What follows belongs to an exercise in optimizing a design on an open flow for small area, a short achievable clock period and few clock cycles; a production flow would make more cautious choices.
RTL that was checked went through simulation tests only; none was proved equivalent to the original.
Function not checked in run 1: the RTL went through the layout flow alone.
Power and IR drop assume default switching activity.

==> flow/design.v <==
package wb_pkg;
    typedef struct packed {
        logic                    cyc;
        logic                    stb;
        logic                    we;
        logic [32-1:0] adr;
        logic [32-1:0] dat;
    } wb_m2s_t;
    typedef struct packed {
        logic                    ack;
        logic [32-1:0] dat;
    } wb_s2m_t;
    typedef struct packed {
        logic                    valid;
        logic                    write;
        logic [32-1:0] addr;
        logic [32-1:0] data;
    } mem_req_t;
    typedef struct packed {
        logic                    done;
        logic [32-1:0] data;
    } mem_rsp_t;
endpackage
package sssp_pkg;
    typedef struct packed {
        logic [32-1:0]                next_addr;
        logic [32-1:0]                vertex_addr;
        logic [32-1:0]                vertex_count;
        logic [32-1:0]                edge_addr;
        logic [32-1:0]                edge_count;
        logic [32-1:0]                update_addr;
        logic [32-1:0]                status_addr;
        logic [32-16-1:0] rsvd;
        logic [16-1:0]               level;
    } desc_t;
    typedef struct packed {
        logic [7:0]               rsvd_hi;
        logic [8-1:0] src;
        logic [7:0]               rsvd_lo;
        logic [8-1:0] dst;
    } edge_t;
    typedef struct packed {
        logic [16-1:0]                              level;
        logic [32-16-8-1:0] rsvd;
        logic [8-1:0]                              dst;
    } update_t;
    typedef struct packed {
        logic done;
        logic busy;
    } csr_status_t;
    typedef enum logic [2:0] {
        ST_IDLE,
        ST_READ_DESC,
        ST_CONFIG,
        ST_READ_VERTEX,
        ST_PROCESS_EDGE,
        ST_WRITE_STATUS,
        ST_FINISH
    } seq_state_t;
endpackage
`timescale 1ns/1ns
module sssp_accel (
    input  logic        clk,
    input  logic        reset,
    input  logic        csr_cyc,
    input  logic        csr_stb,
    input  logic        csr_we,
    input  logic [31:0] csr_adr,
    input  logic [31:0] csr_dat_w,
    output logic        csr_ack,
    output logic [31:0] csr_dat_r,
    output logic        mem_cyc,
    output logic        mem_stb,
    output logic        mem_we,
    output logic [31:0] mem_adr,
    output logic [31:0] mem_dat_w,
    input  logic        mem_ack,
    input  logic [31:0] mem_dat_r
);
    localparam int IDLE = 0;
    localparam int SV   = 1;     
    localparam int SE   = 2;     
    localparam int SEC  = 3;     
    localparam int SU   = 4;     
    localparam int SL   = 5;     
    localparam int SED  = 6;     
    localparam int SVS  = 7;     
    localparam int SVD  = 8;     
    localparam int SW   = 9;     
    localparam int SUR  = 10;    
    localparam int SS   = 11;    
    localparam int SSW  = 12;    
    localparam int SN   = 13;    
    localparam int NST  = 14;
    logic        ack, busy, done, sel_ctrl, sel_total, kick;
    logic        access, accept;
    logic [NST-1:0] st, nst;
    logic [3:0]     state, nstate;
    logic        ack_q, fl, ez, trig;
    logic [31:0] adr, d, v, e, u, total;
    logic [15:0] ec, lp1;
    logic [7:0]  hi, lo;         
    logic [2:0]  doff;
    logic [3:0]  dlo;
    logic [28:0] dhi1;
    logic [31:0] dsum;
    logic [7:0]  vlo;
    logic        vc8;
    logic [23:0] vhi1;
    logic [31:0] vsum;
    logic        to_d, to_v, to_e, to_u;
    assign access = csr_cyc && csr_stb && !ack;
    assign accept = access && csr_we && (csr_adr == 32'd0) && !busy;
    assign csr_ack   = ack;
    assign csr_dat_r = {total[31:2] & {30{sel_total}},
                        sel_total ? total[1:0] : {sel_ctrl & done, sel_ctrl & busy}};
    always_ff @(posedge clk) begin
        if (reset) begin
            ack  <= 1'b0;
            kick <= 1'b0;
        end else begin
            ack  <= access;
            kick <= accept;
        end
        sel_ctrl  <= (csr_adr == 32'd0);
        sel_total <= (csr_adr == 32'd1);
    end
    assign mem_cyc   = !(st[IDLE] || ack_q);
    assign mem_stb   = mem_cyc;
    assign mem_we    = st[SW] || st[SSW];
    assign mem_adr   = adr;
    assign mem_dat_w = {lp1, hi, lo};
    function automatic logic carry8(input logic [7:0] a, input logic [7:0] b);
        logic [7:0] g, p;
        g = a & b;
        p = a | b;
        for (int s = 1; s < 8; s = s * 2) begin
            for (int i = 7; i >= s; i--) begin
                g[i] = g[i] | (p[i] & g[i-s]);
                p[i] = p[i] & p[i-s];
            end
        end
        carry8 = g[7];
    endfunction
    always_comb begin
        doff = 3'd0;
        if (st[IDLE] || st[SN]) doff = 3'd1;
        if (st[SV])             doff = 3'd3;
        if (st[SE])             doff = 3'd4;
        if (st[SEC])            doff = 3'd5;
        if (st[SU])             doff = 3'd7;
        if (st[SL] || st[SVS] || st[SVD] || st[SW]) doff = 3'd5;
        if (st[SUR])            doff = 3'd6;
    end
    assign dlo  = {1'b0, d[2:0]} + {1'b0, doff};
    assign dhi1 = d[31:3] + 29'd1;
    assign dsum = {dlo[3] ? dhi1 : d[31:3], dlo[2:0]};
    assign vlo  = v[7:0] + lo;
    assign vc8  = carry8(v[7:0], lo);
    assign vhi1 = v[31:8] + 24'd1;
    assign vsum = {vc8 ? vhi1 : v[31:8], vlo};
    function automatic logic plus1_eq(input logic [15:0] a, input logic [15:0] b);
        plus1_eq = a[0] ^ b[0];
        for (int i = 1; i < 16; i++) begin
            plus1_eq = plus1_eq & ((a[i] ^ b[i]) == (a[i-1] & ~b[i-1]));
        end
    endfunction
    assign trig = ack_q || kick;
    assign st   = NST'(1) << state;
    always_comb begin
        nstate = 4'd0;
        for (int i = 0; i < NST; i++) begin
            if (nst[i]) nstate = nstate | 4'(i);
        end
    end
    always_comb begin
        nst  = '0;
        to_d = 1'b0;
        to_v = 1'b0;
        to_e = 1'b0;
        to_u = 1'b0;
        if (st[IDLE])           begin nst[SV]  = 1'b1; to_d = 1'b1; end
        if (st[SV])             begin nst[SE]  = 1'b1; to_d = 1'b1; end
        if (st[SE])             begin nst[SEC] = 1'b1; to_d = 1'b1; end
        if (st[SEC])            begin nst[SU]  = 1'b1; to_d = 1'b1; end
        if (st[SU])             begin nst[SL]  = 1'b1; to_d = 1'b1; end
        if (st[SED])            begin nst[SVS] = 1'b1; to_v = 1'b1; end
        if (st[SVS] && fl)      begin nst[SVD] = 1'b1; to_v = 1'b1; end
        if (st[SVD] && fl)      begin nst[SW]  = 1'b1; to_u = 1'b1; end
        if ((st[SL] || (st[SVS] && !fl) || (st[SVD] && !fl) || st[SW])) begin
            if (ez) begin nst[SUR] = 1'b1; to_d = 1'b1; end
            else    begin nst[SED] = 1'b1; to_e = 1'b1; end
        end
        if (st[SUR])            begin nst[SS]  = 1'b1; to_d = 1'b1; end
        if (st[SS])             begin nst[SSW] = 1'b1; to_u = 1'b1; end
        if (st[SSW])            begin nst[SN]  = 1'b1; to_d = 1'b1; end
        if (st[SN]) begin
            if (d == 32'd0) nst[IDLE] = 1'b1;
            else begin nst[SV] = 1'b1; to_d = 1'b1; end
        end
    end
    always_ff @(posedge clk) begin
        if (reset) begin
            state <= 4'd0;
            ack_q <= 1'b0;
            busy  <= 1'b0;
            done  <= 1'b0;
            total <= 32'd0;
        end else begin
            ack_q <= mem_cyc && mem_ack;
            if (accept) begin
                busy <= 1'b1;
                done <= 1'b0;
            end
            if (kick) begin
                total <= 32'd0;
            end
            if (trig) begin
                state <= nstate;
                if (nst[IDLE]) begin
                    busy <= 1'b0;
                    done <= 1'b1;
                end
                if (st[SVD] && fl) begin
                    total <= total + 32'd1;
                end
            end
        end
    end
    always_ff @(posedge clk) begin
        if (trig) begin
            if (to_d) adr <= dsum;
            if (to_v) adr <= vsum;
            if (to_e) adr <= e;
            if (to_u) adr <= u;
            if (to_e) begin
                e  <= e + 32'd1;
                ec <= ec - 16'd1;
                ez <= (ec == 16'd1);
            end
            if (st[SVD] && fl) begin
                u <= u + 32'd1;
            end
            if (st[SL]) begin
                lp1 <= lp1 + 16'd1;
            end
            if (st[SED]) begin
                lo <= hi;
                hi <= 8'd0;
            end
            if (st[SUR]) begin
                {hi, lo} <= u[15:0] - v[15:0];
                lp1      <= 16'd0;
            end
        end
        if (!busy) begin
            d <= csr_dat_w;
        end
        if (!ack_q) begin
            if (st[SV])  v   <= mem_dat_r;
            if (st[SE])  e   <= mem_dat_r;
            if (st[SEC]) begin
                ec <= mem_dat_r[15:0];
                ez <= (mem_dat_r[15:0] == 16'd0);
            end
            if (st[SU])  u   <= mem_dat_r;
            if (st[SL])  lp1 <= mem_dat_r[15:0];
            if (st[SED]) begin
                lo <= mem_dat_r[23:16];
                hi <= mem_dat_r[7:0];
            end
            if (st[SVS]) fl  <= plus1_eq(mem_dat_r[15:0], lp1);
            if (st[SVD]) fl  <= (mem_dat_r[15:0] == 16'hffff);
            if (st[SUR]) v   <= mem_dat_r;
            if (st[SS])  u   <= mem_dat_r;
            if (st[SN])  d   <= mem_dat_r;
        end
    end
endmodule
==> flow/flow/run.sh <==
#!/bin/bash
# The standard layout (standard.sh, which also runs the standard synthesis),
# made with two changes to how the layout is built:
#  - the port buffers that global placement inserts are sky130_fd_sc_hd__buf_1
#    (the default pick is a delay buffer, larger and slower);
#  - clock tree synthesis clusters up to 25 sinks within 100 um per leaf
#    buffer and inserts no dummy loads.
# make's full output goes to standard.log here; ORFS keeps each step's log
# under orfs/logs/.
set -euo pipefail
export BUFFER_PORTS_ARGS="-buffer_cell sky130_fd_sc_hd__buf_1"
export CTS_ARGS="-sink_clustering_enable -repair_clock_nets -dont_use_dummy_load -sink_clustering_size 25 -sink_clustering_max_diameter 100"
bash standard.sh > standard.log 2>&1
==> flow/standard.sh <==
#!/bin/bash
# synth_recipe.tcl (not shown) runs the flow's synth.tcl, then flattens the netlist and writes it again
# the make line also repeats each setting of config.mk as NAME=value (left out here)
make -C /OpenROAD-flow-scripts/flow DESIGN_CONFIG=/design/flow/config.mk WORK_HOME=/design/flow/orfs CLKGATE_MAP_FILE= SYNTH_SCRIPT=/design/flow/synth_recipe.tcl "${@:-finish}"
==> flow/config.mk <==
export PLATFORM = sky130hd
export DESIGN_NAME = sssp_accel
export DESIGN_NICKNAME = sssp_accel
export VERILOG_FILES = /design/flow/design.v
export SDC_FILE = /design/flow/constraint.sdc
export NUM_CORES = 4
export LEC_CHECK = 0
export CAP_MARGIN = 20
export CELL_PAD_IN_SITES_DETAIL_PLACEMENT = 0
export CELL_PAD_IN_SITES_GLOBAL_PLACEMENT = 1
export CORE_MARGIN = 2
export CORE_UTILIZATION = 45
export SETUP_SLACK_MARGIN = 5.0
export SLEW_MARGIN = 20
==> flow/constraint.sdc <==
create_clock -name core_clock -period 8.0 [get_ports {clk}]
set_input_delay 1.6000 -clock core_clock [delete_from_list [all_inputs] [get_ports {clk}]]
set_output_delay 1.6000 -clock core_clock [all_outputs]
set_load 0.01 [all_outputs]
==> results of run 1 <==
==> worst reg2reg max path, stage by stage (launching register included) <==
cell and delay, ps:
dfxtp_4 390, buf_4 160, nand2b_4 80, nor2_1 50
a21oi_2 140, o32ai_4 140, ha_4 300, nand3_4 110
a21bo_4 270, or4_4 480, or3_1 380, xnor2_1 160
nand2_1 80, a21oi_2 140
==> per-stage QoR <==
stage,setup WS (ps),cells
after floorplan,4950,1812
after global placement,4240,2391
after detailed placement,4180,2391
after CTS,4900,2421
after global routing,4820,2434
final,4980,2434
==> kinds of logic after synthesis <==
family                     synth area share [%]
and+or+nand+nor                            23.9
AOI/OAI and AO/OA                          14.9
DFF                                        38.1
xor gates and xnor gates                   10.5
buffers and inverters                      3.97
adders and majority gates                  5.07
muxes                                      3.50
==> registers in the layout, summed over array words and instances (netlist names), 4 cells and up <==
| register | cells |
|---|---|
| adr | 32 |
| d | 32 |
| e | 32 |
| ec | 16 |
| hi | 8 |
| lo | 8 |
| lp1 | 16 |
| state | 4 |
| total | 32 |
| u | 32 |
| v | 32 |
==> placed cells by master (no fill, tap or decap), drive strengths merged, types with 4 or more instances in the layout <==
cell type | Yosys | final
nor2 | 227 | 227
and4 | 11 | 11
o211ai | 12 | 12
clkbuf | 82 | 21
or2 | 8 | 8
a22oi | 15 | 15
ha | 56 | 56
and2 | 38 | 38
o2111ai | 5 | 5
a221oi | 10 | 10
o22ai | 6 | 6
o21ai | 112 | 112
nand3b | 4 | 4
nor2b | 9 | 9
a211oi | 10 | 10
nor3 | 44 | 44
mux2 | 11 | 11
mux2i | 40 | 40
edfxtp | 65 | 65
inv | 60 | 59
nor4 | 35 | 35
dfxtp | 188 | 188
a21o | 5 | 5
a31oi | 7 | 7
o31ai | 5 | 5
xnor2 | 102 | 102
a221o | 5 | 5
or3 | 11 | 11
o21a | 7 | 7
nor4b | 5 | 5
and3 | 42 | 42
nand4 | 41 | 41
nand2b | 12 | 12
xor2 | 78 | 78
nand3 | 69 | 69
buf | 9 | 250
nand2 | 173 | 173
a21oi | 163 | 163
==> where the power goes <==
part | switching (mW) | internal (mW)
logic | 0.265 | 0.219
clock network | 0.438 | 0.337
registers | 0.151 | 1.41
==> cell type report <==
| cell class | count | area share (%) |
|---|---|---|
| Inverter | 60 | 1.34 |
| Tap cell | 442 | 3.24 |
| Sequential cell | 253 | 33.6 |
| Clock buffer | 15 | 2.20 |
| Timing Repair Buffer | 256 | 6.91 |
| Multi-Input combinational cell | 1408 | 52.7 |
==> layer usage <==
| layer | up-vias | global-route usage, % | part of all wire, % |
|---|---|---|---|
| li1 | 6745 | - | - |
| met1 | 6636 | 38.3 | 43 |
| met2 | 474 | 49.2 | 48 |
| met3 | 62 | 3.78 | 6.0 |
| met4 | 0 | 6.65 | 2.6 |
| met5 | - | 0 | 0 |
==> final timing paths <==
path,startpoint,endpoint
max,state[2],adr[29]
min,ack,ack
max reg2reg,state[2],adr[29]
min reg2reg,ack,ack
==> timing repair <==
| action | 4_1_cts | 5_1_grt |
|---|---|---|
| setup buffers | 15 | 13 |
| resized for setup | 35 | 27 |
| pin swaps | 4 | 11 |
| setup endpoints to repair | 114 | 64 |
==> flow_summary_export.csv, run 1 <==
group,metric,value,unit
outcome,outcome,"no timing/DRC/antenna violations",
clock_tree,root_buffer,"clkbuf_16",
logic_synthesis,synth_fp_nets,1973,
logic_synthesis,ys.flop_type,"dfxtp_1",
clock_tree,htree_num_levels,1,
clock_tree,ctsLongestPathBuffers,3,
logic_synthesis,synth_most_common_cell,"nor2_1",
setup_path,crit_chain,"buf_4, nand2b_4, nor2_1, a21oi_2, o32ai_4, ha_4, nand3_4, a21bo_4, or4_4, or3_1, xnor2_1, nand2_1, a21oi_2",
placement,place_congestion,0.895,
logic_synthesis,postSynthCellCount,1812,
logic_synthesis,netlist.area_leader.share,25.1,%
setup_path,critPathTopFamily,"simple AND/OR/NAND/NOR gates",
logic_synthesis,synth_area_leaders,"dfxtp_1 (25%), edfxtp_1 (13%), xnor2_1 (6.0%)",
placement,io_buffers,201,
setup_path,worstPathArrival,3390,ps
route,drc,0,
setup_path,path_depth,13,
pwr,power_density,166,nW/µm²
min_path,hp-class,"reg -> reg",
logic_synthesis,synth_edf_count,65,
clock_tree,ctsHoldBuffers,0,
die,die_height,187,µm
logic_synthesis,synthTopCellsByCount,"nor2_1 (227), dfxtp_1 (188), nand2_1 (173), a21oi_1 (163), o21ai_0 (112)",
setup_path,worst-path-max-fanout,10,
global_route,antenna_found_initial,0,
global_route,grt_max_degree,65,
route,dr_total_vias,13917,
logic_synthesis,ys_seq_area_share,38.1,%
setup_path,cp-end-kind,"register",
clock_tree,cts.sinks,253,
setup_path,r2r_slack,4980,ps
setup_path,worst_path_largest_cell_delay,480,ps
timing,rsz0062_at_grt,"yes",
global_route,grtUsageTotal,28.6,%
global_route,grt_pass1_wl,78000,µm
clock_tree,clkTransAtPathRegs,100,ps
die,start_util,45.8,%
route,vias_per_cell,5.72,
finish,syn_to_final_growth,13.8,%
finish,multi_input_area,8980,µm²
placement,place_area,16200,µm²
finish,n_antenna_cell,0,
clock_tree,clock_latency,510,ps
global_route,grt_pass1_vias,13203,
finish,drive_above_1_share,7.88,%
logic_synthesis,mappedNetlistArea,15000,µm²
route,dr.first_iter.drc_count,1033,
pwr,leakage,6.10,nW
setup_path,cpMaxStageDelayCell,"or4_4",
timing,worst_pin_slew,1150,ps
clock_tree,cts-buffers-inserted,15,
finish,fin_nets,2155,
die,coreArea,32700,µm²
logic_synthesis,syn_area_per_cell,8.27,µm²
finish,n_fill_cell,3296,
timing,fin_crit,3020,ps
logic_synthesis,synth-seq-cells,253,
timing,finalMaxSlewViolations,0,
timing,finClkSkew,32.0,ps
timing,finalSetupViolCount,0,
finish,stdcell_area,17100,µm²
die,dieArea,34800,µm²
logic_synthesis,async_reset_ff_share,0,%
clock_tree,cts_tree,"built",
setup_path,r2r.worst_path.cells,13,
route,drt_wl_total,50700,µm
route,antenna_left,0,
setup_path,path_common_cell,"a21oi_2",
finish,regArea,5740,µm²
route,dr.pass1.iters,5,
min_path,min_path_cells,1,
timing,finalHoldWorstSlack,463,ps
global_route,overflow,0,
die,num_rows,66,
pwr,vdd_ir_drop_max,137,µV
finish,final_util,52.2,%
die,boundaryPins,202,
logic_synthesis,synth_warnings,1,
timing,max_freq,331,MHz
die,die_x,187,µm
timing,setup-tns-final,0,ps
timing,slew_headroom,22.8,%
run,maxCapViolations,0,
timing,timing.final.crit_share,37.8,%
logic_synthesis,yosys.area.top_type,"dfxtp_1",
setup_path,path_buf_inv,1,
timing,hold_viol,0,
logic_synthesis,synth_cell_types,68,
pwr,total_power,2.83,mW
setup_path,crit_path_start_kind,"register",
placement,dp_hpwl,36900,µm
setup_path,path_class,"reg -> reg",
setup_path,required,8370,ps
route,avgRoutedWirePerCell,20.8,µm
==> inputs of run 2 (changes only) <==
--- a/flow/design.v
+++ b/flow/design.v
@@ -95,7 +95,6 @@
     logic        ack, busy, done, sel_ctrl, sel_total, kick;
     logic        access, accept;
     logic [NST-1:0] st, nst;
-    logic [3:0]     state, nstate;
     logic        ack_q, fl, ez, trig;
     logic [31:0] adr, d, v, e, u, total;
     logic [15:0] ec, lp1;
@@ -166,13 +165,6 @@
         end
     endfunction
     assign trig = ack_q || kick;
-    assign st   = NST'(1) << state;
-    always_comb begin
-        nstate = 4'd0;
-        for (int i = 0; i < NST; i++) begin
-            if (nst[i]) nstate = nstate | 4'(i);
-        end
-    end
     always_comb begin
         nst  = '0;
         to_d = 1'b0;
@@ -201,7 +193,7 @@
     end
     always_ff @(posedge clk) begin
         if (reset) begin
-            state <= 4'd0;
+            st    <= NST'(1);
             ack_q <= 1'b0;
             busy  <= 1'b0;
             done  <= 1'b0;
@@ -216,7 +208,7 @@
                 total <= 32'd0;
             end
             if (trig) begin
-                state <= nstate;
+                st  <= nst;
                 if (nst[IDLE]) begin
                     busy <= 1'b0;
                     done <= 1'b1;
--- a/flow/flow/run.sh
+++ b/flow/flow/run.sh
@@ -8,6 +8,7 @@
 # make's full output goes to standard.log here; ORFS keeps each step's log
 # under orfs/logs/.
 set -euo pipefail
+export SETUP_SLACK_MARGIN=5.25
 export BUFFER_PORTS_ARGS="-buffer_cell sky130_fd_sc_hd__buf_1"
 export CTS_ARGS="-sink_clustering_enable -repair_clock_nets -dont_use_dummy_load -sink_clustering_size 25 -sink_clustering_max_diameter 100"
 bash standard.sh > standard.log 2>&1
--- a/flow/config.mk
+++ b/flow/config.mk
@@ -10,5 +10,4 @@
 export CELL_PAD_IN_SITES_GLOBAL_PLACEMENT = 1
 export CORE_MARGIN = 2
 export CORE_UTILIZATION = 45
-export SETUP_SLACK_MARGIN = 5.0
 export SLEW_MARGIN = 20
==> flow_summary_export.csv, run 2 <==
group,metric,value,unit
setup_path,worst_path_largest_cell_delay,370,ps
global_route,grt.busiest_layer,"met2",
pwr,power_density,173,nW/µm²
global_route,grt_pass1_vias,13009,
setup_path,crit_path_start_kind,"register",
clock_tree,cts_tree,"built",
timing,slew_headroom,24.4,%
clock_tree,htree_num_levels,1,
finish,final_cell_mix,"nand2_1 (241), dfxtp_1 (176), nor2_1 (151), buf_1 (148), o21ai_0 (126)",
finish,regArea,5960,µm²
timing,setup-tns-final,0,ps
placement,place_congestion,0.903,
logic_synthesis,synth_most_common_cell,"nand2_1",
timing,finalMaxSlewViolations,0,
timing,finClkSkew,21.5,ps
timing,max_freq,342,MHz
finish,drive_above_1_share,10.9,%
pwr,vdd_ir_drop_max,127,µV
logic_synthesis,synth_area_leaders,"dfxtp_1 (26%), edfxtp_1 (13%), nand2_1 (6.0%)",
finish,multi_input_area,9120,µm²
setup_path,critPathTopFamily,"flip-flops",
logic_synthesis,synth_cell_types,70,
timing,finalSetupViolCount,0,
global_route,overflow,0,
finish,fin_nets,2163,
logic_synthesis,synthTopCellsByCount,"nand2_1 (242), dfxtp_1 (198), nor2_1 (159), o21ai_0 (150), a21oi_1 (114)",
die,die_x,188,µm
logic_synthesis,syn_area_per_cell,8.26,µm²
placement,dp_cells,2415,
run,maxCapViolations,0,
global_route,grt_pass1_wl,79200,µm
clock_tree,cts-buffers-inserted,14,
outcome,outcome,"no timing/DRC/antenna violations",
setup_path,path_class,"reg -> out",
die,num_rows,67,
logic_synthesis,synth_fp_nets,2005,
placement,dp_hpwl,38000,µm
timing,hold_viol,0,
global_route,met3_usage,3.44,%
pwr,total_power,3.02,mW
global_route,antenna_found_initial,0,
route,vias_per_cell,5.71,
route,dr_total_vias,13981,
clock_tree,clkTransAtPathRegs,100,ps
logic_synthesis,mappedNetlistArea,15200,µm²
die,die_height,188,µm
pwr,leakage,6.24,nW
timing,timing.final.crit_share,36.5,%
global_route,grt.met1_usage,41.5,%
route,drc,0,
die,dieArea,35300,µm²
logic_synthesis,synth-seq-cells,263,
setup_path,cp-end-kind,"primary output",
clock_tree,root_buffer,"clkbuf_16",
setup_path,required,6400,ps
setup_path,path_buf_inv,2,
die,coreArea,33400,µm²
timing,finalHoldWorstSlack,464,ps
timing,worst_pin_slew,1130,ps
finish,n_fill_cell,3353,
clock_tree,cts.sinks,263,
route,drt_wl_total,52500,µm
finish,syn_to_final_growth,14.7,%
min_path,hp-class,"reg -> reg",
finish,final_common_cell,"nand2_1",
logic_synthesis,netlist.area_leader.share,26.0,%
global_route,use_met2,45.9,%
clock_tree,ctsLongestPathBuffers,3,
finish,fin_cells,2448,
logic_synthesis,ys.flop_type,"dfxtp_1",
setup_path,worst-path-max-fanout,17,
route,dr.pass1.iters,5,
route,dr.first_iter.drc_count,1142,
setup_path,cpMaxStageDelayCell,"dfxtp_4",
die,boundaryPins,202,
route,antenna_left,0,
logic_synthesis,synth_warnings,1,
route,avgRoutedWirePerCell,21.4,µm
die,start_util,45.6,%
logic_synthesis,yosys.area.top_type,"dfxtp_1",
finish,n_antenna_cell,0,
timing,fin_crit,2920,ps
global_route,grt_max_degree,65,
logic_synthesis,ys_seq_area_share,38.8,%
logic_synthesis,async_reset_ff_share,0,%
setup_path,worstPathArrival,1320,ps
global_route,grtUsageTotal,28.8,%
logic_synthesis,synth_edf_count,65,
timing,rsz0062_at_grt,"yes",
clock_tree,clock_latency,510,ps
logic_synthesis,postSynthCellCount,1844,
setup_path,crit_chain,"buf_12, and2_1, buf_2",
placement,io_buffers,201,
-- run 2: changes by cell type after synthesis, moves of 9 or more --
cell,before,now
a21oi_1,163,114
nor2_1,227,159
xnor2_1,102,92
and3_1,42,51
a22oi_1,15,0
o21ai_0,112,150
dfxtp_1,188,198
nand4_1,41,51
nand2_1,173,242
-- run 2: area by class of cell --
cell class              instances  area share, %
flip-flops and latches        263           34.1
inverters                      68           1.46
well taps                     448           3.21
clock buffers                  14           2.00
repair buffers                241           7.02
multi-input cells            1414           52.2
-- run 2: cell families (layout without fill, tap and decap cells) --
group | Yosys count | in the layout | share of synthesized area [%]
fa+ha+maj | 59 | 59 | 4.99
compound gates | 381 | 381 | 14.9
mux | 40 | 40 | 2.66
simple gates | 758 | 758 | 24.3
buf+inv | 167 | 323 | 4.24
flops | 263 | 263 | 38.8
xor+xnor | 176 | 176 | 10.1
-- run 2: power by group --
group	internal [mW]	switching, mW	total [mW]
sequential	1.49	0.169	1.66
combinational	0.265	0.336	0.601
clock	0.317	0.450	0.768
-- run 2: layer usage --
metal  share of wire (%)  routed length [µm]
met1                  46               24000
met2                  46               24000
met3                 6.3                3310
met4                 2.1                1120
met5                   0                   0
-- run 2: final timing paths --
check,end,slack (ps),from,cells past startpoint
worst max-delay path,csr_dat_r[8],5080,sel_total,3
worst min-delay path,ack,460,ack,1
worst max register to register,adr[19],5090,st[9],13
worst min register to register,ack,460,ack,1
-- run 2: repair_timing --
action,4_1_cts,5_1_grt
resized for setup,112,69
hold buffers,0,0
buffers inserted,13,5
gates cloned,1,0
pin swaps,13,44
setup endpoints to repair,82,88
-- run 2: through the flow --
| step | instance area, µm² | worst slack [ps] | utilization (%) |
|---|---|---|---|
| after floorplan | 15300 | 5250 | - |
| after global placement | 16400 | 4220 | 49.0 |
| after detailed placement | 16400 | 4450 | 49.1 |
| after global routing | 17500 | 4950 | 52.2 |
| final | 17500 | 5080 | 52.2 |
| after CTS | 17200 | 5070 | 51.4 |
Testbench counts of run 2, summed over its fixed seeds: cycles 95,590.
==> inputs of run 3 (changes only) <==
--- a/flow/flow/run.sh
+++ b/flow/flow/run.sh
@@ -8,7 +8,6 @@
 # make's full output goes to standard.log here; ORFS keeps each step's log
 # under orfs/logs/.
 set -euo pipefail
-export SETUP_SLACK_MARGIN=5.25
 export BUFFER_PORTS_ARGS="-buffer_cell sky130_fd_sc_hd__buf_1"
 export CTS_ARGS="-sink_clustering_enable -repair_clock_nets -dont_use_dummy_load -sink_clustering_size 25 -sink_clustering_max_diameter 100"
 bash standard.sh > standard.log 2>&1
--- a/flow/config.mk
+++ b/flow/config.mk
@@ -10,4 +10,5 @@
 export CELL_PAD_IN_SITES_GLOBAL_PLACEMENT = 1
 export CORE_MARGIN = 2
 export CORE_UTILIZATION = 45
+export SETUP_SLACK_MARGIN = 5.0
 export SLEW_MARGIN = 20
==> flow_summary_export.csv, run 3 <==
group,metric,value,unit
outcome,outcome,"no timing/DRC/antenna violations",
finish,drive_above_1_share,6.73,%
logic_synthesis,synth-xor-area-share,10.1,%
logic_synthesis,synth-seq-cells,263,
global_route,antenna_found_initial,0,
clock_tree,root_buffer,"clkbuf_16",
logic_synthesis,async_reset_ff_share,0,%
timing,hold_viol,0,
setup_path,required,6400,ps
logic_synthesis,yosys.area.top_type,"dfxtp_1",
clock_tree,clkTransAtPathRegs,100,ps
logic_synthesis,synth_compound_area_share,14.9,%
logic_synthesis,synth_area_leaders,"dfxtp_1 (26%), edfxtp_1 (13%), nand2_1 (6.0%)",
finish,fin_nets,2154,
global_route,overflow,0,
clock_tree,cts.sinks,263,
clock_tree,ctsLongestPathBuffers,3,
route,dr.first_iter.drc_count,1156,
die,die_height,188,µm
setup_path,crit_path_start_kind,"register",
global_route,grt_max_degree,65,
die,boundaryPins,202,
logic_synthesis,syn_area_per_cell,8.26,µm²
die,dieArea,35300,µm²
logic_synthesis,ys_seq_area_share,38.8,%
clock_tree,ctsHoldBuffers,0,
logic_synthesis,postSynthCellCount,1844,
route,vias_per_cell,5.71,
route,dr.pass1.iters,6,
route,antenna_left,0,
timing,max_freq,339,MHz
finish,syn_to_final_growth,12.2,%
die,num_rows,67,
finish,fin_cells,2440,
setup_path,path_class,"reg -> out",
timing,worst_pin_slew,1140,ps
min_path,hp-class,"reg -> reg",
pwr,total_power,3.03,mW
logic_synthesis,synth_edf_count,65,
die,die_x,188,µm
setup_path,worst-path-max-fanout,21,
run,maxCapViolations,0,
logic_synthesis,synthMuxAreaShare,2.66,%
logic_synthesis,ys.flop_type,"dfxtp_1",
logic_synthesis,synth_cell_types,70,
finish,n_fill_cell,3372,
pwr,leakage,6.01,nW
logic_synthesis,synth_top_family_by_area,"simple AND/OR/NAND/NOR gates",
finish,final_common_cell,"nand2_1",
logic_synthesis,netlist.area_leader.share,26.0,%
logic_synthesis,mappedNetlistArea,15200,µm²
pwr,power_density,177,nW/µm²
timing,finClkSkew,33.7,ps
logic_synthesis,synthTopCellsByCount,"nand2_1 (242), dfxtp_1 (198), nor2_1 (159), o21ai_0 (150), a21oi_1 (114)",
placement,io_buffers,201,
placement,dp_cells,2412,
route,drt_wl_total,51600,µm
clock_tree,htree_num_levels,1,
timing,finalMaxSlewViolations,0,
timing,timing.final.crit_share,36.8,%
logic_synthesis,synth_fp_nets,2005,
placement,place_congestion,0.883,
clock_tree,cts-buffers-inserted,15,
setup_path,cp-end-kind,"primary output",
die,start_util,45.6,%
route,dr_total_vias,13935,
global_route,grt_pass1_wl,78200,µm
finish,final_cell_mix,"nand2_1 (241), dfxtp_1 (188), buf_1 (179), nor2_1 (153), o21ai_0 (144)",
route,avgRoutedWirePerCell,21.1,µm
global_route,grtUsageTotal,28.5,%
timing,finalSetupViolCount,0,
setup_path,worstPathArrival,1350,ps
route,drc,0,
clock_tree,clock_latency,510,ps
die,coreArea,33400,µm²
placement,dp_hpwl,37500,µm
logic_synthesis,yosys.area_share.simple,24.3,%
clock_tree,cts_tree,"built",
timing,fin_crit,2950,ps
timing,slew_headroom,23.8,%
logic_synthesis,synth_warnings,1,
global_route,grt_pass1_vias,13171,
logic_synthesis,synth_fa_ha_area_share,4.99,%
logic_synthesis,synth_most_common_cell,"nand2_1",
timing,setup-tns-final,0,ps
pwr,vdd_ir_drop_max,158,µV
timing,rsz0062_at_grt,"yes",
## run 3: critical path: stages (launching register included)
cell and delay [ps]:
dfxtp_1 410, buf_8 230, nor2_2 70, buf_1 130
## run 3: cells by family after synthesis
group           after synthesis
simple gates                758
xor+xnor                    176
compound gates              381
mux                          40
fa+ha+maj                    59
buf+inv                     167
flops                       263
## run 3: final timing paths
path / end / depth (start not counted) / startpoint / slack (ps)
setup reg to reg: adr[10] / 7 / fl / 5140
setup / recovery: mem_cyc / 3 / ack_q / 5050
hold / removal: ack / 1 / ack / 450
hold reg to reg: ack / 1 / ack / 450
## run 3: layout make-up
type / count / area, µm² / area share (%)
Sequential cell: 263 / 5930 / 34.7
Multi-Input combinational cell: 1414 / 8910 / 52.1
Tap cell: 448 / 561 / 3.28
Inverter: 68 / 255 / 1.49
Timing Repair Buffer: 231 / 1060 / 6.19
Antenna cell: 1 / 2.50 / 0.0146
Clock buffer: 15 / 375 / 2.20
## run 3: power breakdown
| part | leakage, nW | internal, mW | switching, mW | total, mW |
|---|---|---|---|---|
| clock | 0.185 | 0.338 | 0.455 | 0.793 |
| combinational | 3.59 | 0.259 | 0.327 | 0.586 |
| sequential | 2.24 | 1.48 | 0.166 | 1.65 |
| total | 6.01 | 2.08 | 0.948 | 3.03 |
## run 3: metrics by stage
stage / worst slack [ps] / hold WS (ps) / util, % / cell area, µm²
global route: 4970 / 468 / 51.1 / 17100
CTS: 5010 / 451 / 50.7 / 17000
finish: 5050 / 445 / 51.1 / 17100
floorplan: 5020 / 453 / - / 15200
detailed placement: 4250 / 436 / 48.9 / 16400
global placement: 3900 / 433 / 48.9 / 16400
## run 3: routing by layer
metal,global-route usage (%),up-vias,routed length [µm]
met5,0,-,0
met3,2.90,72,2870
met4,7.75,0,1440
li1,-,6775,-
met2,46.3,442,23600
met1,40.3,6646,23700
## run 3: repair_timing
item	in CTS	in global routing
pin swaps	3	9
resized for setup	41	35
buffers inserted	7	5
endpoints found under the setup margin	74	43
==> inputs of run 4 (changes only) <==
--- a/flow/config.mk
+++ b/flow/config.mk
@@ -7,8 +7,8 @@
 export LEC_CHECK = 0
 export CAP_MARGIN = 20
 export CELL_PAD_IN_SITES_DETAIL_PLACEMENT = 0
-export CELL_PAD_IN_SITES_GLOBAL_PLACEMENT = 1
+export CELL_PAD_IN_SITES_GLOBAL_PLACEMENT = 0
 export CORE_MARGIN = 2
-export CORE_UTILIZATION = 45
+export CORE_UTILIZATION = 55
 export SETUP_SLACK_MARGIN = 5.0
 export SLEW_MARGIN = 20
==> flow_summary_export.csv, run 4 <==
group,metric,value,unit
setup_path,required,6400,ps
die,die_height,170,µm
run,maxCapViolations,0,
pwr,comb_power_share,19.6,%
route,dr.first_iter.drc_count,1401,
setup_path,path_class,"reg -> out",
clock_tree,ctsLongestPathBuffers,3,
clock_tree,cts-buffers-inserted,14,
route,antenna_left,0,
finish,final_cell_mix,"nand2_1 (240), buf_1 (192), dfxtp_1 (188), nor2_1 (155), o21ai_0 (142)",
logic_synthesis,synth_area_leaders,"dfxtp_1 (26%), edfxtp_1 (13%), nand2_1 (6.0%)",
setup_path,r2r.worst_path.cells,10,
die,die_x,170,µm
finish,n_antenna_cell,0,
die,start_util,56.2,%
route,avgRoutedWirePerCell,20.6,µm
placement,dp_hpwl,35300,µm
min_path,worstHoldStart,"ack",
timing,rsz0062_at_grt,"yes",
logic_synthesis,mappedNetlistArea,15200,µm²
placement,place_congestion,0.957,
logic_synthesis,synth_warnings,1,
logic_synthesis,synth_most_common_cell,"nand2_1",
min_path,holdPathEnd,"ack",
logic_synthesis,synth_cell_types,70,
setup_path,rr_startpoint,"lo[0]",
timing,setup_ws,5020,ps
logic_synthesis,synth-seq-cells,263,
finish,final_common_cell,"nand2_1",
pwr,internal_power,2.06,mW
die,boundaryPins,202,
finish,final_util,62.3,%
min_path,min_path_cells,1,
finish,fin_nets,2151,
route,vias_per_cell,5.95,
logic_synthesis,ys_seq_area_share,38.8,%
finish,syn_to_final_growth,10.8,%
clock_tree,cts.sinks,263,
logic_synthesis,postSynthCellCount,1844,
timing,fin_crit,2980,ps
setup_path,cp-end-kind,"primary output",
route,dr_total_vias,14046,
global_route,overflow,0,
pwr,leakage,5.94,nW
clock_tree,clkTransAtPathRegs,100,ps
logic_synthesis,synth_edf_count,65,
timing,slew_headroom,26.9,%
timing,finalMaxSlewViolations,0,
pwr,switching_share,31.1,%
timing,finalSetupViolCount,0,
route,drt_wl_total,48700,µm
clock_tree,htree_num_levels,1,
outcome,outcome,"no timing/DRC/antenna violations",
logic_synthesis,async_reset_ff_share,0,%
setup_path,worstPathArrival,1380,ps
setup_path,worst-path-max-fanout,17,
pwr,clkPwrFrac,25.3,%
min_path,hp-class,"reg -> reg",
logic_synthesis,ys.flop_type,"dfxtp_1",
logic_synthesis,synthTopCellsByCount,"nand2_1 (242), dfxtp_1 (198), nor2_1 (159), o21ai_0 (150), a21oi_1 (114)",
timing,finClkSkew,32.0,ps
placement,io_buffers,201,
die,coreArea,27100,µm²
setup_path,r2r_end,"adr[31]",
placement,dpl_worst_slack,4610,ps
global_route,grt_pass1_wl,74100,µm
global_route,grtUsageTotal,32.9,%
logic_synthesis,yosys.area.top_type,"dfxtp_1",
route,dr.pass1.iters,7,
clock_tree,root_buffer,"clkbuf_16",
timing,setup-tns-final,0,ps
setup_path,crit_path_start_kind,"register",
clock_tree,cts_tree,"built",
timing,max_freq,335,MHz
global_route,grt_pass1_vias,12990,
timing,hold_viol,0,
logic_synthesis,synth_fp_nets,2005,
pwr,sequentialPowerShare,55.2,%
logic_synthesis,netlist.area_leader.share,26.0,%
logic_synthesis,syn_area_per_cell,8.26,µm²
pwr,power_density,177,nW/µm²
clock_tree,ctsHoldBuffers,0,
setup_path,r2r_slack,5080,ps
die,dieArea,29100,µm²
route,drc,0,
setup_path,crit_path_start,"sel_total",
die,num_rows,60,
pwr,p_switching,930,µW
finish,drive_above_1_share,5.68,%
timing,worst_pin_slew,1090,ps
global_route,grt_max_degree,65,
global_route,antenna_found_initial,1,
clock_tree,clock_latency,500,ps
pwr,vdd_ir_drop_max,155,µV
timing,timing.final.crit_share,37.3,%
-- run 4: how the worst max path moves through the flow --
stage              endpoint  cells past startpoint
3_3_place_gp             fl                      6
4_1_cts        csr_dat_r[0]                      3
3_5_place_dp             fl                      6
2_1_floorplan  csr_dat_r[0]                      4
5_1_grt             adr[16]                     11
6_report       csr_dat_r[0]                      3
-- run 4: power groups by stage --
stage          Sequential [mW]  Combinational (mW)  Clock (mW)
3_3_place_gp              1.67               0.556           0
3_5_place_dp              1.67               0.565           0
4_1_cts                   1.64               0.575       0.766
2_1_floorplan             1.63               0.393           0
5_1_grt                   1.66               0.646       0.802
6_report                  1.65               0.584       0.756
-- run 4: timing repair --
item | CTS | global route
gates resized for setup | 20 | 32
pin swaps | 1 | 10
endpoints found under the setup margin | 96 | 30
buffers inserted | 4 | 5
-- run 4: stage by stage --
step / total power, mW / cells / instance area (µm²) / hold WS (ps)
4_1_cts: 2.99 / 2355 / 16700 / 461
3_3_place_gp: 2.23 / 2337 / 16300 / 439
5_1_grt: 3.11 / 2360 / 16900 / 472
2_1_floorplan: 2.03 / 1844 / 15200 / 453
6_report: 2.99 / 2360 / 16900 / 469
3_5_place_dp: 2.24 / 2337 / 16300 / 444
-- run 4: worst max-delay path: stages, from the launching register on --
cell and delay, ps:
dfxtp_4 370, buf_6 150, o21ai_1 190, clkbuf_2 170
-- run 4: metal layers --
| metal | wire (µm) | GRT usage [%] | part of all wire [%] |
|---|---|---|---|
| met1 | 21400 | 45.9 | 44 |
| met2 | 22500 | 53.2 | 46 |
| met3 | 3550 | 4.26 | 7.3 |
| met4 | 1270 | 10.1 | 2.6 |
| met5 | 10 | 0 | 0.021 |
-- run 4: layout make-up --
cell class                      count  area, µm²
Tap cell                          372        465
Clock buffer                       14        350
Fill cell                        2453      10200
Sequential cell                   263       5940
Timing Repair Buffer              229        996
Inverter                           68        255
Multi-Input combinational cell   1414       8880
-- run 4: cell families after synthesis --
| family | Yosys count | synth area share [%] |
|---|---|---|
| compound gates | 381 | 14.9 |
| xor+xnor | 176 | 10.1 |
| fa+ha+maj | 59 | 4.99 |
| buf+inv | 167 | 4.24 |
| flops | 263 | 38.8 |
| mux | 40 | 2.66 |
| simple gates | 758 | 24.3 |
==> inputs of run 5 (changes only) <==
--- a/flow/design.v
+++ b/flow/design.v
@@ -197,15 +197,11 @@
             ack_q <= 1'b0;
             busy  <= 1'b0;
             done  <= 1'b0;
-            total <= 32'd0;
         end else begin
             ack_q <= mem_cyc && mem_ack;
             if (accept) begin
                 busy <= 1'b1;
                 done <= 1'b0;
-            end
-            if (kick) begin
-                total <= 32'd0;
             end
             if (trig) begin
                 st  <= nst;
@@ -213,10 +209,14 @@
                     busy <= 1'b0;
                     done <= 1'b1;
                 end
-                if (st[SVD] && fl) begin
-                    total <= total + 32'd1;
-                end
-            end
+            end
+        end
+    end
+    always_ff @(posedge clk) begin
+        if (reset || kick) begin
+            total <= 32'd0;
+        end else if (trig && st[SVD] && fl) begin
+            total <= total + 32'd1;
         end
     end
     always_ff @(posedge clk) begin
--- a/flow/config.mk
+++ b/flow/config.mk
@@ -7,8 +7,8 @@
 export LEC_CHECK = 0
 export CAP_MARGIN = 20
 export CELL_PAD_IN_SITES_DETAIL_PLACEMENT = 0
-export CELL_PAD_IN_SITES_GLOBAL_PLACEMENT = 0
+export CELL_PAD_IN_SITES_GLOBAL_PLACEMENT = 1
 export CORE_MARGIN = 2
-export CORE_UTILIZATION = 55
+export CORE_UTILIZATION = 45
 export SETUP_SLACK_MARGIN = 5.0
 export SLEW_MARGIN = 20
==> flow_summary_export.csv, run 5 <==
group,metric,value,unit
outcome,outcome,"no timing/DRC/antenna violations",
timing,hold_viol,0,
clock_tree,root_buffer,"clkbuf_16",
setup_path,path_depth,2,
pwr,leakage,6.16,nW
setup_path,crit_path_end,"mem_we",
setup_path,worst_path_largest_cell_delay,370,ps
setup_path,cpMaxStageDelayCell,"dfxtp_1",
setup_path,cp-end-kind,"primary output",
global_route,grt_pass1_wl,77000,µm
finish,fin_nets,2125,
min_path,hp-class,"reg -> reg",
route,drt_wl_total,50900,µm
timing,max_freq,341,MHz
global_route,grtUsageTotal,28.2,%
die,coreArea,33400,µm²
finish,syn_to_final_growth,11.9,%
timing,timing.final.crit_share,36.7,%
logic_synthesis,syn_area_per_cell,8.42,µm²
logic_synthesis,synthTopCellsByCount,"nand2_1 (218), dfxtp_1 (198), o21ai_0 (153), nor2_1 (152), a21oi_1 (113)",
logic_synthesis,synthMuxAreaShare,3.23,%
die,boundaryPins,202,
timing,finalHoldWorstSlack,463,ps
timing,fin_crit,2930,ps
logic_synthesis,synth_compound_area_share,13.8,%
placement,place_area,16300,µm²
placement,dp_hpwl,37700,µm
setup_path,worstPathArrival,1330,ps
setup_path,r2r.worst_path.cells,10,
finish,stdcell_area,17000,µm²
logic_synthesis,synth_cell_types,79,
placement,place_congestion,0.887,
route,drc,0,
logic_synthesis,mappedNetlistArea,15200,µm²
logic_synthesis,synth_area_leaders,"dfxtp_1 (26%), edfxtp_1 (13%), xnor2_1 (5.8%)",
clock_tree,cts_tree,"built",
timing,worst_pin_slew,1160,ps
clock_tree,clock_latency,510,ps
logic_synthesis,synth_most_common_cell,"nand2_1",
logic_synthesis,yosys.area_share.simple,23.4,%
route,vias_per_cell,5.60,
logic_synthesis,synth_edf_count,65,
timing,finalMaxSlewViolations,0,
logic_synthesis,synth-seq-cells,263,
timing,setup-tns-final,0,ps
finish,final_cell_mix,"nand2_1 (218), buf_1 (193), dfxtp_1 (189), o21ai_0 (150), nor2_1 (148)",
finish,final_common_cell,"nand2_1",
logic_synthesis,synth_warnings,1,
run,maxCapViolations,0,
setup_path,crit_path_start,"st[9]",
setup_path,r2r_end,"adr[18]",
global_route,grt_pass1_vias,12765,
die,num_rows,67,
setup_path,crit_chain,"or2_2, buf_1",
route,dr_total_vias,13505,
timing,finalSetupViolCount,0,
clock_tree,htree_num_levels,1,
logic_synthesis,netlist.area_leader.share,26.1,%
route,avgRoutedWirePerCell,21.1,µm
logic_synthesis,synth_fa_ha_area_share,5.00,%
logic_synthesis,ys_seq_area_share,38.9,%
clock_tree,clkTransAtPathRegs,100,ps
logic_synthesis,async_reset_ff_share,0,%
finish,drive_above_1_share,5.76,%
setup_path,crit_path_start_kind,"register",
finish,n_fill_cell,3364,
timing,finClkSkew,24.4,ps
clock_tree,cts-buffers-inserted,14,
die,die_height,188,µm
setup_path,path_class,"reg -> out",
route,antenna_left,0,
clock_tree,ctsLongestPathBuffers,3,
logic_synthesis,synth-xor-area-share,11.2,%
logic_synthesis,ys.flop_type,"dfxtp_1",
setup_path,required,6400,ps
setup_path,rr_startpoint,"st[5]",
logic_synthesis,yosys.area.top_type,"dfxtp_1",
setup_path,worst-path-max-fanout,4,
clock_tree,cts.sinks,263,
placement,dp_cells,2383,
clock_tree,ctsHoldBuffers,0,
pwr,vdd_ir_drop_max,165,µV
pwr,power_density,172,nW/µm²
route,dr.first_iter.drc_count,855,
global_route,antenna_found_initial,1,
timing,slew_headroom,22.7,%
die,dieArea,35300,µm²
placement,io_buffers,201,
logic_synthesis,postSynthCellCount,1807,
die,start_util,45.6,%
route,dr.pass1.iters,5,
finish,fin_cells,2411,
setup_path,path_buf_inv,1,
timing,rsz0062_at_grt,"yes",
global_route,overflow,0,
setup_path,critPathTopFamily,"flip-flops",
logic_synthesis,synth_top_family_by_area,"simple AND/OR/NAND/NOR gates",
setup_path,r2r_slack,5110,ps
global_route,grt_max_degree,65,
die,die_x,188,µm
logic_synthesis,synth_fp_nets,1968,
## run 5: cell types whose count changed in the layout (fill, tap and decap cells not counted), moves of 8 or more
cell,change
nor3_1,-13
and3_1,+13
xnor2_1,+8
o21ai_0,+8
nand2_1,-22
xor2_1,+9
mux2i_1,+12
## run 5: worst min-delay path by stage
stage,startpoint,to,cells after the start
floorplan,st[12],st[12],2
CTS,ack,ack,1
finish,ack,ack,1
detailed placement,ack,ack,1
global route,ack,ack,1
global placement,ack,ack,1
## run 5: through the flow
step | setup WS (ps) | power, mW | utilization [%]
4_1_cts | 5010 | 2.95 | 50.6
3_5_place_dp | 4280 | 2.18 | 48.9
3_3_place_gp | 4300 | 2.17 | 48.9
5_1_grt | 4950 | 3.07 | 51.0
2_1_floorplan | 5020 | 1.97 | -
6_report | 5070 | 2.93 | 51.0
## run 5: power by group
group | switching [mW] | internal [mW] | total [mW]
clock | 0.451 | 0.317 | 0.768
combinational | 0.302 | 0.244 | 0.546
sequential | 0.148 | 1.47 | 1.62
total | 0.901 | 2.03 | 2.93
## run 5: cell type report
cell class,instances,area [µm²],area share (%)
clock buffers,14,350,2.06
repair buffers,236,1090,6.40
flip-flops and latches,263,5940,34.9
multi-input cells,1386,8840,52.0
inverters,63,236,1.39
diodes,1,2.50,0.0147
well taps,448,561,3.29
## run 5: worst register-to-register path, cell delays in order (launching register included)
cell and delay, ps:
dfxtp_4 400, nor4_4 330, buf_4 160, nand2_1 80
ha_4 320, a21oi_4 90, or4_4 490, or4_1 420
a31oi_1 220, o31ai_1 120, a21oi_2 130
## run 5: cells by family (layout without fill, tap and decap cells)
logic type      count (synthesis)  after routing
compound gates                365            365
xor+xnor                      194            194
fa+ha+maj                      59             59
buf+inv                       158            313
flops                         263            263
mux                            49             49
other cells                     0              1
simple gates                  719            719
## run 5: what timing repair did
item | in CTS | in global routing
setup buffers | 5 | 7
resized for setup | 32 | 20
pin swaps | 3 | 14
endpoints found under the setup margin | 80 | 38
## run 5: per-layer routing
layer / vias up / share of wire, % / GRT usage (%) / wire, µm
met3: 101 / 5.7 / 4.02 / 2880
met2: 421 / 46 / 45.9 / 23400
li1: 6646 / - / - / -
met1: 6337 / 43 / 37.0 / 22100
met4: 0 / 5.0 / 12.8 / 2540
met5: - / 0 / 0 / 0
Testbench counts of run 5, summed over its fixed seeds: cycles 95,590.
==> inputs of run 6 (changes only) <==
--- a/flow/flow/run.sh
+++ b/flow/flow/run.sh
@@ -9,5 +9,5 @@
 # under orfs/logs/.
 set -euo pipefail
 export BUFFER_PORTS_ARGS="-buffer_cell sky130_fd_sc_hd__buf_1"
-export CTS_ARGS="-sink_clustering_enable -repair_clock_nets -dont_use_dummy_load -sink_clustering_size 25 -sink_clustering_max_diameter 100"
+export CTS_ARGS="-sink_clustering_enable -repair_clock_nets -dont_use_dummy_load -sink_clustering_size 25 -sink_clustering_max_diameter 100 -sink_clustering_levels 1 -balance_levels"
 bash standard.sh > standard.log 2>&1
==> flow_summary_export.csv, run 6 <==
group,metric,value,unit
outcome,outcome,"no timing/DRC/antenna violations",
setup_path,cpMaxStageDelayCell,"dfxtp_1",
logic_synthesis,synth_cell_types,79,
logic_synthesis,netlist.area_leader.share,26.1,%
global_route,overflow,0,
logic_synthesis,synthMuxAreaShare,3.23,%
pwr,vdd_ir_drop_max,165,µV
setup_path,path_class,"reg -> out",
finish,final_common_cell,"nand2_1",
global_route,grt_pass1_wl,77000,µm
setup_path,worstPathArrival,1330,ps
clock_tree,ctsLongestPathBuffers,3,
route,avgRoutedWirePerCell,21.1,µm
run,maxCapViolations,0,
timing,slew_headroom,22.7,%
clock_tree,cts_tree,"built",
clock_tree,cts.sinks,263,
pwr,leakage,6.16,nW
clock_tree,htree_num_levels,1,
placement,dp_hpwl,37700,µm
logic_synthesis,synth_edf_count,65,
timing,finalSetupViolCount,0,
route,dr.pass1.iters,5,
route,dr_total_vias,13505,
timing,hold_viol,0,
setup_path,critPathTopFamily,"flip-flops",
clock_tree,clkTransAtPathRegs,100,ps
finish,syn_to_final_growth,11.9,%
logic_synthesis,yosys.area.top_type,"dfxtp_1",
die,die_x,188,µm
logic_synthesis,syn_area_per_cell,8.42,µm²
die,start_util,45.6,%
logic_synthesis,synth_fa_ha_area_share,5.00,%
logic_synthesis,synth_top_family_by_area,"simple AND/OR/NAND/NOR gates",
logic_synthesis,synth_most_common_cell,"nand2_1",
route,drt_wl_total,50900,µm
clock_tree,cts-buffers-inserted,14,
logic_synthesis,async_reset_ff_share,0,%
finish,final_cell_mix,"nand2_1 (218), buf_1 (193), dfxtp_1 (189), o21ai_0 (150), nor2_1 (148)",
min_path,hp-class,"reg -> reg",
placement,place_congestion,0.887,
setup_path,crit_path_start_kind,"register",
finish,fin_nets,2125,
logic_synthesis,synth_warnings,1,
die,num_rows,67,
die,coreArea,33400,µm²
die,dieArea,35300,µm²
route,drc,0,
timing,worst_pin_slew,1160,ps
setup_path,crit_chain,"or2_2, buf_1",
global_route,grt_pass1_vias,12765,
setup_path,r2r_slack,5110,ps
clock_tree,root_buffer,"clkbuf_16",
logic_synthesis,synth-seq-cells,263,
timing,setup-tns-final,0,ps
global_route,antenna_found_initial,1,
setup_path,worst-path-max-fanout,4,
setup_path,worst_path_largest_cell_delay,370,ps
setup_path,cp-end-kind,"primary output",
timing,max_freq,341,MHz
global_route,grtUsageTotal,28.2,%
timing,fin_crit,2930,ps
logic_synthesis,yosys.area_share.simple,23.4,%
finish,drive_above_1_share,5.76,%
logic_synthesis,postSynthCellCount,1807,
pwr,power_density,172,nW/µm²
timing,finClkSkew,24.4,ps
clock_tree,clock_latency,510,ps
route,vias_per_cell,5.60,
setup_path,path_buf_inv,1,
placement,io_buffers,201,
logic_synthesis,synth_fp_nets,1968,
timing,rsz0062_at_grt,"yes",
timing,finalHoldWorstSlack,463,ps
setup_path,required,6400,ps
finish,n_fill_cell,3364,
route,antenna_left,0,
timing,timing.final.crit_share,36.7,%
logic_synthesis,mappedNetlistArea,15200,µm²
logic_synthesis,ys.flop_type,"dfxtp_1",
die,die_height,188,µm
logic_synthesis,synth-xor-area-share,11.2,%
logic_synthesis,synth_compound_area_share,13.8,%
global_route,grt_max_degree,65,
logic_synthesis,synthTopCellsByCount,"nand2_1 (218), dfxtp_1 (198), o21ai_0 (153), nor2_1 (152), a21oi_1 (113)",
die,boundaryPins,202,
logic_synthesis,ys_seq_area_share,38.9,%
timing,finalMaxSlewViolations,0,
route,dr.first_iter.drc_count,855,
logic_synthesis,synth_area_leaders,"dfxtp_1 (26%), edfxtp_1 (13%), xnor2_1 (5.8%)",
clock_tree,ctsHoldBuffers,0,
run 6: cell counts in the layout (fill, tap and decap cells not counted):
No cell type changed its count.
run 6: stage by stage:
step	setup slack, ps	instances	total power, mW	area, µm²	util (%)
4_1_cts	5010	2402	2.95	16900	50.6
2_1_floorplan	5020	1807	1.97	15200	-
3_3_place_gp	4300	2383	2.17	16300	48.9
5_1_grt	4950	2410	3.07	17000	51.0
3_5_place_dp	4280	2383	2.18	16300	48.9
6_report	5070	2411	2.93	17000	51.0
run 6: final timing paths:
check,from,endpoint,cells after the start
hold reg to reg,ack,ack,1
setup / recovery,st[9],mem_we,2
hold / removal,ack,ack,1
setup reg to reg,st[5],adr[18],10
run 6: where the power goes:
group	leakage, nW	switching [mW]	internal (mW)
clock network	0.173	0.451	0.317
registers	2.24	0.148	1.47
logic	3.74	0.302	0.244
run 6: layout make-up:
| type | count | area [µm²] | area share [%] |
|---|---|---|---|
| diodes | 1 | 2.50 | 0.0147 |
| clock buffers | 14 | 350 | 2.06 |
| inverters | 63 | 236 | 1.39 |
| multi-input cells | 1386 | 8840 | 52.0 |
| flip-flops and latches | 263 | 5940 | 34.9 |
| well taps | 448 | 561 | 3.29 |
| repair buffers | 236 | 1090 | 6.40 |
run 6: what timing repair did:
action / in CTS / in global routing
pin swaps: 3 / 14
setup endpoints to repair: 80 / 38
setup buffers: 5 / 7
resized for setup: 32 / 20
run 6: routing by layer:
metal  track usage [%]  vias to the layer above  part of all wire (%)
li1                  -                     6646                     -
met1              37.0                     6337                    43
met2              45.9                      421                    46
met3              4.02                      101                   5.7
met4              12.8                        0                   5.0
met5                 0                        -                     0
run 6: kinds of logic (layout without fill, tap and decap cells):
logic type,Yosys count,count (layout)
AOI/OAI and AO/OA,365,365
xor gates and xnor gates,194,194
adders and majority gates,59,59
buffers and inverters,158,313
DFF,263,263
muxes,49,49
other,0,1
and+or+nand+nor,719,719

## re-timing with driven ports
No port has a modelled driver above. Below, the same layouts with a new extraction and two added sets of constraints.
Step 1 assumes that a clkbuf_16 drives the clock port and a buf_2 every other input.
Step 2 moves the port delays by t, midway between the first and last clock arrival at a register: inputs arrive t later, outputs are due t later. That takes back most of the time a late clock gives input paths.
Slacks: no drivers / after step 1 / after step 2; pairs: no drivers / after step 1.
run	t (ns)	setup slack, ns	latest minus earliest clock arrival (ns)	worst data-port slew with drivers (ns)	pins driven straight from the clock port
run 1	0.554	4.979 / 4.945 / 4.622	0.032 / 0.032	0.04	1
run 2	0.551	5.078 / 5.022 / 4.845	0.022 / 0.022	0.05	1
run 3	0.549	5.053 / 4.997 / 4.589	0.034 / 0.034	0.06	1
run 4	0.540	5.017 / 4.965 / 4.617	0.032 / 0.033	0.05	1
run 5	0.552	5.068 / 5.012 / 4.620	0.025 / 0.024	0.07	1
run 6	0.552	5.068 / 5.012 / 4.620	0.025 / 0.024	0.07	1
After both steps every run listed still meets setup and hold. For run 3, which loses most, drivers alone change the setup slack by -0.056 ns; drivers and shift together by -0.464 ns.
